What follows belongs to an exercise in optimizing a design on an open flow for small area; a production flow would make more cautious choices.
The RTL was checked by simulation tests, not by an equivalence proof against the original design.

==> 09-27: inputs <==
Design pu_sequencer, start of the top module:
module pu_sequencer #(
   parameter int WIDTH = 32,
   parameter int LEN   = 8,
   parameter int ROWS  = 4
) (
   input  logic                             clk,
   input  logic                             rst,
   input  logic                             wr_en,
   input  logic                             wr_sel,
   input  logic [$clog2(ROWS*LEN)-1:0]      wr_addr,
   input  logic [WIDTH-1:0]                 wr_data,
   input  logic                             start,
   output logic                             busy,
   output logic                             done,
   output logic                             pu_en,
   output logic [WIDTH-1:0]                 pu_x1, pu_x2, pu_x3, pu_x4,
   output logic [WIDTH-1:0]                 pu_w1, pu_w2, pu_w3, pu_w4,
   input  logic [WIDTH-1:0]                 pu_data,
   output logic                             out_valid,
   output logic [((ROWS > 1) ? $clog2(ROWS) : 1)-1:0] out_row,
   output logic [WIDTH-1:0]                 out_data
);
Settings: LEC_CHECK=0, CAP_MARGIN=10, CORE_MARGIN=2, CORE_UTILIZATION=70, PLACE_DENSITY=0.9, SLEW_MARGIN=10, SYNTH_HIERARCHICAL=1; clock period 5.0 ns.
standard.sh (not shown) runs the stock make flow with config.mk's settings and CLKGATE_MAP_FILE= SYNTH_SCRIPT=/design/flow/synth_recipe.tcl, a recipe that flattens the netlist after the stock synthesis.
==> flow/flow/run.sh <==
#!/bin/bash
# The standard layout, with the port buffers made from the smallest plain
# buffer, and a clock tree with larger sink clusters and no dummy loads.
set -euo pipefail
export BUFFER_PORTS_ARGS="-buffer_cell sky130_fd_sc_hd__buf_1"
export CTS_ARGS="-sink_clustering_enable -repair_clock_nets -dont_use_dummy_load -sink_clustering_size 16 -sink_clustering_max_diameter 50 -buf_list {sky130_fd_sc_hd__clkbuf_8}"
bash standard.sh > standard_flow.log 2>&1
==> 08-05 (differences from 09-27) <==
--- a/flow/design.v
+++ b/flow/design.v
@@ -18,11 +18,11 @@
    input  logic [WIDTH-1:0]                 pu_data,
    output logic                             out_valid,
    output logic [((ROWS > 1) ? $clog2(ROWS) : 1)-1:0] out_row,
    output logic [WIDTH-1:0]                 out_data
 );
-   logic [3:0]       seq, seq_nx;
+   logic [3:0]       seq;
    logic [WIDTH-1:0] x_buf [8];
    logic [WIDTH-1:0] w_buf [32];
    logic [WIDTH-1:0] acc;
    logic             we;
    logic [7:0]       csel;
@@ -33,17 +33,15 @@
    assign pu_en     = ~seq[3];
    assign done      = (seq == 4'd10);
    assign out_valid = (seq == 4'd3) || (seq == 4'd5) || (seq == 4'd7) || (seq == 4'd9);
    assign out_row   = 2'(seq[3:1] - 3'd1);
    assign out_data  = acc;
-   always_comb begin
-      if (rst)                                         seq_nx = 4'd15;
-      else if (seq == 4'd10 || seq > 4'd10)            seq_nx = start ? 4'd0 : 4'd15;
-      else                                             seq_nx = seq + 4'd1;
+   always_ff @(posedge clk) begin
+      if (rst)                                         seq <= 4'd15;
+      else if (seq == 4'd10 || seq > 4'd10)            seq <= start ? 4'd0 : 4'd15;
+      else                                             seq <= seq + 4'd1;
    end
-   always_ff @(posedge clk)
-      seq <= seq_nx;
    assign we = wr_en && !busy && !rst;
    for (genvar k = 0; k < 8; k++) begin : g_x
       logic set;
       assign set = we && !wr_sel && wr_addr == 5'(k);
       pu_sequencer_word #(.W(WIDTH)) u_word (
@@ -58,13 +56,13 @@
       logic set;
       assign set = we && wr_sel && wr_addr == 5'(k);
       pu_sequencer_iword #(.W(WIDTH)) u_word (
          .clk(clk), .keep(!set), .set(set), .dn(wr_data_ph), .q(w_buf[k]));
    end
-   always_ff @(posedge clk)
-      for (int c = 0; c < 8; c++)
-         csel[c] <= (seq_nx[2:0] == 3'(c));
+   for (genvar c = 0; c < 8; c++) begin : g_csel
+      assign csel[c] = (seq[2:0] == 3'(c));
+   end
    pu_sequencer_sel2 #(.W(WIDTH)) u_x1 (.s0(!seq[0]), .s1(seq[0]), .a0(x_buf[0]), .a1(x_buf[4]), .y(pu_x1));
    pu_sequencer_sel2 #(.W(WIDTH)) u_x2 (.s0(!seq[0]), .s1(seq[0]), .a0(x_buf[1]), .a1(x_buf[5]), .y(pu_x2));
    pu_sequencer_sel2 #(.W(WIDTH)) u_x3 (.s0(!seq[0]), .s1(seq[0]), .a0(x_buf[2]), .a1(x_buf[6]), .y(pu_x3));
    pu_sequencer_sel2 #(.W(WIDTH)) u_x4 (.s0(!seq[0]), .s1(seq[0]), .a0(x_buf[3]), .a1(x_buf[7]), .y(pu_x4));
    pu_sequencer_sel8 #(.W(WIDTH)) u_w1 (.s(csel),
@@ -81,75 +79,12 @@
       .a4(w_buf[19]), .a5(w_buf[23]), .a6(w_buf[27]), .a7(w_buf[31]), .y(w_lane[3]));
    assign pu_w1 = w_lane[0] ^ {WIDTH{ph}};
    assign pu_w2 = w_lane[1] ^ {WIDTH{ph}};
    assign pu_w3 = w_lane[2] ^ {WIDTH{ph}};
    assign pu_w4 = w_lane[3] ^ {WIDTH{ph}};
-   logic [WIDTH-1:0] acc_sum;
-   pu_sequencer_add u_add (.a(acc & {WIDTH{!seq[0]}}), .b(pu_data), .s(acc_sum));
    always_ff @(posedge clk)
-      acc <= acc_sum;
-endmodule
-module pu_sequencer_add (
-   input  logic [31:0] a,
-   input  logic [31:0] b,
-   output logic [31:0] s
-);
-   logic [3:0] c;
-   pu_sequencer_rca8 u_b0 (.a(a[7:0]), .b(b[7:0]), .s(s[7:0]), .co(c[0]));
-   for (genvar k = 1; k < 4; k++) begin : g_blk
-      logic [7:0] s0;
-      logic       co0;
-      pu_sequencer_rca8 u_rca (.a(a[8*k +: 8]), .b(b[8*k +: 8]), .s(s0), .co(co0));
-      pu_sequencer_inc8 u_inc (.s0(s0), .co0(co0), .ci(c[k-1]), .s(s[8*k +: 8]), .co(c[k]));
-   end
-endmodule
-module pu_sequencer_rca8 (
-   input  logic [7:0] a,
-   input  logic [7:0] b,
-   output logic [7:0] s,
-   output logic       co
-);
-   logic [8:0] c;
-   pu_sequencer_ha u_ha (.a(a[0]), .b(b[0]), .s(s[0]), .co(c[1]));
-   for (genvar i = 1; i < 8; i++) begin : g_bit
-      pu_sequencer_fa u_fa (.a(a[i]), .b(b[i]), .ci(c[i]), .s(s[i]), .co(c[i+1]));
-   end
-   assign co = c[8];
-endmodule
-module pu_sequencer_inc8 (
-   input  logic [7:0] s0,
-   input  logic       co0,
-   input  logic       ci,
-   output logic [7:0] s,
-   output logic       co
-);
-   logic [8:0] ones;    
-   assign ones[0] = 1'b1;
-   for (genvar i = 0; i < 8; i++) begin : g_bit
-      assign ones[i+1] = ones[i] & s0[i];
-      assign s[i]      = s0[i] ^ (ci & ones[i]);
-   end
-   assign co = co0 | (ci & ones[8]);
-endmodule
-module pu_sequencer_ha (
-   input  logic a,
-   input  logic b,
-   output logic s,
-   output logic co
-);
-   assign s  = a ^ b;
-   assign co = a & b;
-endmodule
-module pu_sequencer_fa (
-   input  logic a,
-   input  logic b,
-   input  logic ci,
-   output logic s,
-   output logic co
-);
-   assign s  = a ^ b ^ ci;
-   assign co = (a & b) | (ci & (a ^ b));
+      acc <= (seq[0] ? '0 : acc) + pu_data;
 endmodule
 module pu_sequencer_word #(
    parameter int W = 32
 ) (
    input  logic         clk,
==> flow/run.sh (new file) <==
#!/bin/bash
# synth_recipe.tcl (not shown) runs the flow's synth.tcl, then flattens the netlist and writes it again
# the make line also repeats each setting of config.mk as NAME=value (left out here)
make -C /OpenROAD-flow-scripts/flow DESIGN_CONFIG=/design/flow/config.mk WORK_HOME=/design/flow/orfs CLKGATE_MAP_FILE= SYNTH_SCRIPT=/design/flow/synth_recipe.tcl finish
Settings changed: CAP_MARGIN 10 to 20, CORE_UTILIZATION 70 to 60, CTS_BUF_LIST set to sky130_fd_sc_hd__clkbuf_4 sky130_fd_sc_hd__clkbuf_8, PLACE_DENSITY 0.9 to unset, SLEW_MARGIN 10 to 20.
removed: flow/flow/run.sh
removed: flow/standard.sh
==> 02-18 (differences from 09-27) <==
--- a/flow/design.v
+++ b/flow/design.v
@@ -18,11 +18,11 @@
    input  logic [WIDTH-1:0]                 pu_data,
    output logic                             out_valid,
    output logic [((ROWS > 1) ? $clog2(ROWS) : 1)-1:0] out_row,
    output logic [WIDTH-1:0]                 out_data
 );
-   logic [3:0]       seq, seq_nx;
+   logic [3:0]       seq;
    logic [WIDTH-1:0] x_buf [8];
    logic [WIDTH-1:0] w_buf [32];
    logic [WIDTH-1:0] acc;
    logic             we;
    logic [7:0]       csel;
@@ -33,17 +33,15 @@
    assign pu_en     = ~seq[3];
    assign done      = (seq == 4'd10);
    assign out_valid = (seq == 4'd3) || (seq == 4'd5) || (seq == 4'd7) || (seq == 4'd9);
    assign out_row   = 2'(seq[3:1] - 3'd1);
    assign out_data  = acc;
-   always_comb begin
-      if (rst)                                         seq_nx = 4'd15;
-      else if (seq == 4'd10 || seq > 4'd10)            seq_nx = start ? 4'd0 : 4'd15;
-      else                                             seq_nx = seq + 4'd1;
+   always_ff @(posedge clk) begin
+      if (rst)                                         seq <= 4'd15;
+      else if (seq == 4'd10 || seq > 4'd10)            seq <= start ? 4'd0 : 4'd15;
+      else                                             seq <= seq + 4'd1;
    end
-   always_ff @(posedge clk)
-      seq <= seq_nx;
    assign we = wr_en && !busy && !rst;
    for (genvar k = 0; k < 8; k++) begin : g_x
       logic set;
       assign set = we && !wr_sel && wr_addr == 5'(k);
       pu_sequencer_word #(.W(WIDTH)) u_word (
@@ -58,13 +56,13 @@
       logic set;
       assign set = we && wr_sel && wr_addr == 5'(k);
       pu_sequencer_iword #(.W(WIDTH)) u_word (
          .clk(clk), .keep(!set), .set(set), .dn(wr_data_ph), .q(w_buf[k]));
    end
-   always_ff @(posedge clk)
-      for (int c = 0; c < 8; c++)
-         csel[c] <= (seq_nx[2:0] == 3'(c));
+   for (genvar c = 0; c < 8; c++) begin : g_csel
+      assign csel[c] = (seq[2:0] == 3'(c));
+   end
    pu_sequencer_sel2 #(.W(WIDTH)) u_x1 (.s0(!seq[0]), .s1(seq[0]), .a0(x_buf[0]), .a1(x_buf[4]), .y(pu_x1));
    pu_sequencer_sel2 #(.W(WIDTH)) u_x2 (.s0(!seq[0]), .s1(seq[0]), .a0(x_buf[1]), .a1(x_buf[5]), .y(pu_x2));
    pu_sequencer_sel2 #(.W(WIDTH)) u_x3 (.s0(!seq[0]), .s1(seq[0]), .a0(x_buf[2]), .a1(x_buf[6]), .y(pu_x3));
    pu_sequencer_sel2 #(.W(WIDTH)) u_x4 (.s0(!seq[0]), .s1(seq[0]), .a0(x_buf[3]), .a1(x_buf[7]), .y(pu_x4));
    pu_sequencer_sel8 #(.W(WIDTH)) u_w1 (.s(csel),
@@ -81,75 +79,12 @@
       .a4(w_buf[19]), .a5(w_buf[23]), .a6(w_buf[27]), .a7(w_buf[31]), .y(w_lane[3]));
    assign pu_w1 = w_lane[0] ^ {WIDTH{ph}};
    assign pu_w2 = w_lane[1] ^ {WIDTH{ph}};
    assign pu_w3 = w_lane[2] ^ {WIDTH{ph}};
    assign pu_w4 = w_lane[3] ^ {WIDTH{ph}};
-   logic [WIDTH-1:0] acc_sum;
-   pu_sequencer_add u_add (.a(acc & {WIDTH{!seq[0]}}), .b(pu_data), .s(acc_sum));
    always_ff @(posedge clk)
-      acc <= acc_sum;
-endmodule
-module pu_sequencer_add (
-   input  logic [31:0] a,
-   input  logic [31:0] b,
-   output logic [31:0] s
-);
-   logic [3:0] c;
-   pu_sequencer_rca8 u_b0 (.a(a[7:0]), .b(b[7:0]), .s(s[7:0]), .co(c[0]));
-   for (genvar k = 1; k < 4; k++) begin : g_blk
-      logic [7:0] s0;
-      logic       co0;
-      pu_sequencer_rca8 u_rca (.a(a[8*k +: 8]), .b(b[8*k +: 8]), .s(s0), .co(co0));
-      pu_sequencer_inc8 u_inc (.s0(s0), .co0(co0), .ci(c[k-1]), .s(s[8*k +: 8]), .co(c[k]));
-   end
-endmodule
-module pu_sequencer_rca8 (
-   input  logic [7:0] a,
-   input  logic [7:0] b,
-   output logic [7:0] s,
-   output logic       co
-);
-   logic [8:0] c;
-   pu_sequencer_ha u_ha (.a(a[0]), .b(b[0]), .s(s[0]), .co(c[1]));
-   for (genvar i = 1; i < 8; i++) begin : g_bit
-      pu_sequencer_fa u_fa (.a(a[i]), .b(b[i]), .ci(c[i]), .s(s[i]), .co(c[i+1]));
-   end
-   assign co = c[8];
-endmodule
-module pu_sequencer_inc8 (
-   input  logic [7:0] s0,
-   input  logic       co0,
-   input  logic       ci,
-   output logic [7:0] s,
-   output logic       co
-);
-   logic [8:0] ones;    
-   assign ones[0] = 1'b1;
-   for (genvar i = 0; i < 8; i++) begin : g_bit
-      assign ones[i+1] = ones[i] & s0[i];
-      assign s[i]      = s0[i] ^ (ci & ones[i]);
-   end
-   assign co = co0 | (ci & ones[8]);
-endmodule
-module pu_sequencer_ha (
-   input  logic a,
-   input  logic b,
-   output logic s,
-   output logic co
-);
-   assign s  = a ^ b;
-   assign co = a & b;
-endmodule
-module pu_sequencer_fa (
-   input  logic a,
-   input  logic b,
-   input  logic ci,
-   output logic s,
-   output logic co
-);
-   assign s  = a ^ b ^ ci;
-   assign co = (a & b) | (ci & (a ^ b));
+      acc <= (seq[0] ? '0 : acc) + pu_data;
 endmodule
 module pu_sequencer_word #(
    parameter int W = 32
 ) (
    input  logic         clk,
==> flow/flow/run.sh (replaced) <==
#!/bin/bash
# The standard layout, with the port buffers made from the smallest plain
# buffer, a clock tree with larger sink clusters and no dummy loads, and
# slack-driven downsizing after global routing (clock tree left alone),
# followed by another slew/capacitance and timing repair.
set -euo pipefail
here=$(pwd)
export BUFFER_PORTS_ARGS="-buffer_cell sky130_fd_sc_hd__buf_1"
export CTS_ARGS="-sink_clustering_enable -repair_clock_nets -dont_use_dummy_load -sink_clustering_size 30 -sink_clustering_max_diameter 70 -buf_list {sky130_fd_sc_hd__clkbuf_16}"
export RECOVER_POWER=100
export PRE_GLOBAL_ROUTE_TCL="$here/flow/pre_grt.tcl"
export POST_GLOBAL_ROUTE_TCL="$here/flow/post_grt.tcl"
bash standard.sh > standard_flow.log 2>&1
==> flow/flow/post_grt.tcl (new file) <==
# Power recovery may leave slew or capacitance violations: repair them, and
# timing, again on global-route parasitics, then refresh the route guides.
unset_dont_touch [get_cells clkbuf_*]
log_cmd global_route -start_incremental
log_cmd estimate_parasitics -global_routing
repair_design_helper
log_cmd detailed_placement
log_cmd global_route -end_incremental \
  -congestion_report_file $::env(REPORTS_DIR)/congestion_post_repair_design2.rpt
log_cmd estimate_parasitics -global_routing
log_cmd global_route -start_incremental
log_cmd repair_timing -setup_margin 0.08 -hold_margin 0.02 -repair_tns 100 -verbose
log_cmd detailed_placement
log_cmd global_route -end_incremental \
  -congestion_report_file $::env(REPORTS_DIR)/congestion_post_repair_timing2.rpt
log_cmd estimate_parasitics -global_routing
report_check_types -max_slew -max_capacitance -violators
write_guides $::env(RESULTS_DIR)/route.guide
==> flow/flow/pre_grt.tcl (new file) <==
# Keep the clock tree out of the power-recovery downsizing.
set clk_insts {}
foreach inst [get_cells clkbuf_*] {
  lappend clk_insts $inst
}
puts "pre_grt: dont_touch on [llength $clk_insts] clock tree cells"
set_dont_touch $clk_insts
==> 12-10 (differences from 09-27) <==
==> flow/flow/run.sh (replaced) <==
#!/bin/bash
# The standard layout, with the port buffers made from the smallest plain
# buffer, and a clock tree with larger sink clusters and no dummy loads.
set -euo pipefail
export BUFFER_PORTS_ARGS="-buffer_cell sky130_fd_sc_hd__buf_1"
export CTS_ARGS="-sink_clustering_enable -repair_clock_nets -dont_use_dummy_load -sink_clustering_size 30 -sink_clustering_max_diameter 70 -buf_list {sky130_fd_sc_hd__clkbuf_16}"
bash standard.sh > standard_flow.log 2>&1
Settings changed: CORE_UTILIZATION 70 to 50.
==> run notes <==
| quantity | 12-10 | 08-05 | 02-18 | 09-27 |
|---|---|---|---|---|
| Filler cell count in the final layout | 7,709 | 5,993 | 4,486 | 4,299 |
| CORE AREA | 93,750 sq um | 79,000 sq um | 67,510 sq um | 67,160 sq um |
| Final setup skew | 0.08433 ns | 0.04530 ns | 0.07655 ns | 0.07040 ns |
| Wire length on met2 | 68.70 mm | 73.60 mm | 66.86 mm | 66.57 mm |
| Final std cells w/o fill | 5,518 | 5,787 | 5,262 | 5,203 |
| Layout clock area frac | 0.02738 | 0.08042 | 0.02710 | 0.02866 |
| RSZ-0062 raised after global routing | no | yes | - | no |
| WL/cell | 28.47 um | 28.76 um | 29.58 um | 29.59 um |
| Critical Path Start | seq[0] | seq[1] | seq[2] | seq[0] |
| Xor/xnor cell area share of the yosys netlist | - | 0.03437 | 0.03437 | - |
| Count of instances resized after the clock tree is built | 0 | 1 | 0 | 0 |
| Seq cells post-synth | - | 1,317 | 1,317 | - |
| Post-synthesis compound-gate area fraction | - | 0.2944 | 0.2944 | - |
| Syn nets | 4,209 | 4,340 | 4,340 | 4,209 |
| Dominant synthesized flop cell | - | sky130_fd_sc_hd__dfxtp_1 | sky130_fd_sc_hd__dfxtp_1 | - |
| All-Layer GR Usage | 0.3016 | 0.3856 | 0.4151 | 0.4165 |
| Post-detailed-placement half-perimeter wirelength | 93.69 mm | 97.76 mm | 92.89 mm | 87.74 mm |
| Routed length on met1 | 55.93 mm | 67.10 mm | 55.10 mm | 52.86 mm |
| Status | timing/DRC/antenna clean | failed layout checks | timing/DRC/antenna clean | timing/DRC/antenna clean |
| Reasons for failing layout checks | - | negative setup slack | - | - |
| Max Freq | 211.5 MHz | 198.9 MHz | 206.2 MHz | 210.6 MHz |

[port drivers added, routing unchanged]
In the flow no input, the clock included, has a driving cell. The finished layouts below were timed again as built, in two steps. Step 1 (the two cells are an assumption about what drives the block):
set clk [get_ports {clk}]
set_driving_cell -lib_cell sky130_fd_sc_hd__clkbuf_16 $clk
set_driving_cell -lib_cell sky130_fd_sc_hd__buf_2 [delete_from_list [all_inputs] $clk]
Step 2 times the ports against the registers' clock, not the clock port: input delays grow and output delays shrink by t, the midpoint of the rising clock arrivals with the driver on. Three values: ideal ports, drivers, drivers and shift; two values: the first two.
| run | t (ns) | setup WS [ns] | worst slew at a driven data input, ns |
|---|---|---|---|
| 09-27 | 0.787 | 0.251 / 0.251 / -0.349 | 0.15 |
| 08-05 | 0.910 | -0.026 / -0.093 / 0.800 | 0.18 |
| 02-18 | 0.723 | 0.150 / 0.101 / -0.059 | 0.16 |
| 12-10 | 0.705 | 0.273 / 0.273 / -0.275 | 0.13 |
With both steps, setup timing fails in 09-27, 02-18 and 12-10, where it was met with ideal ports. The setup slack of 09-27, which loses most, moves by 0.000 ns with the drivers and by -0.600 ns with both steps.
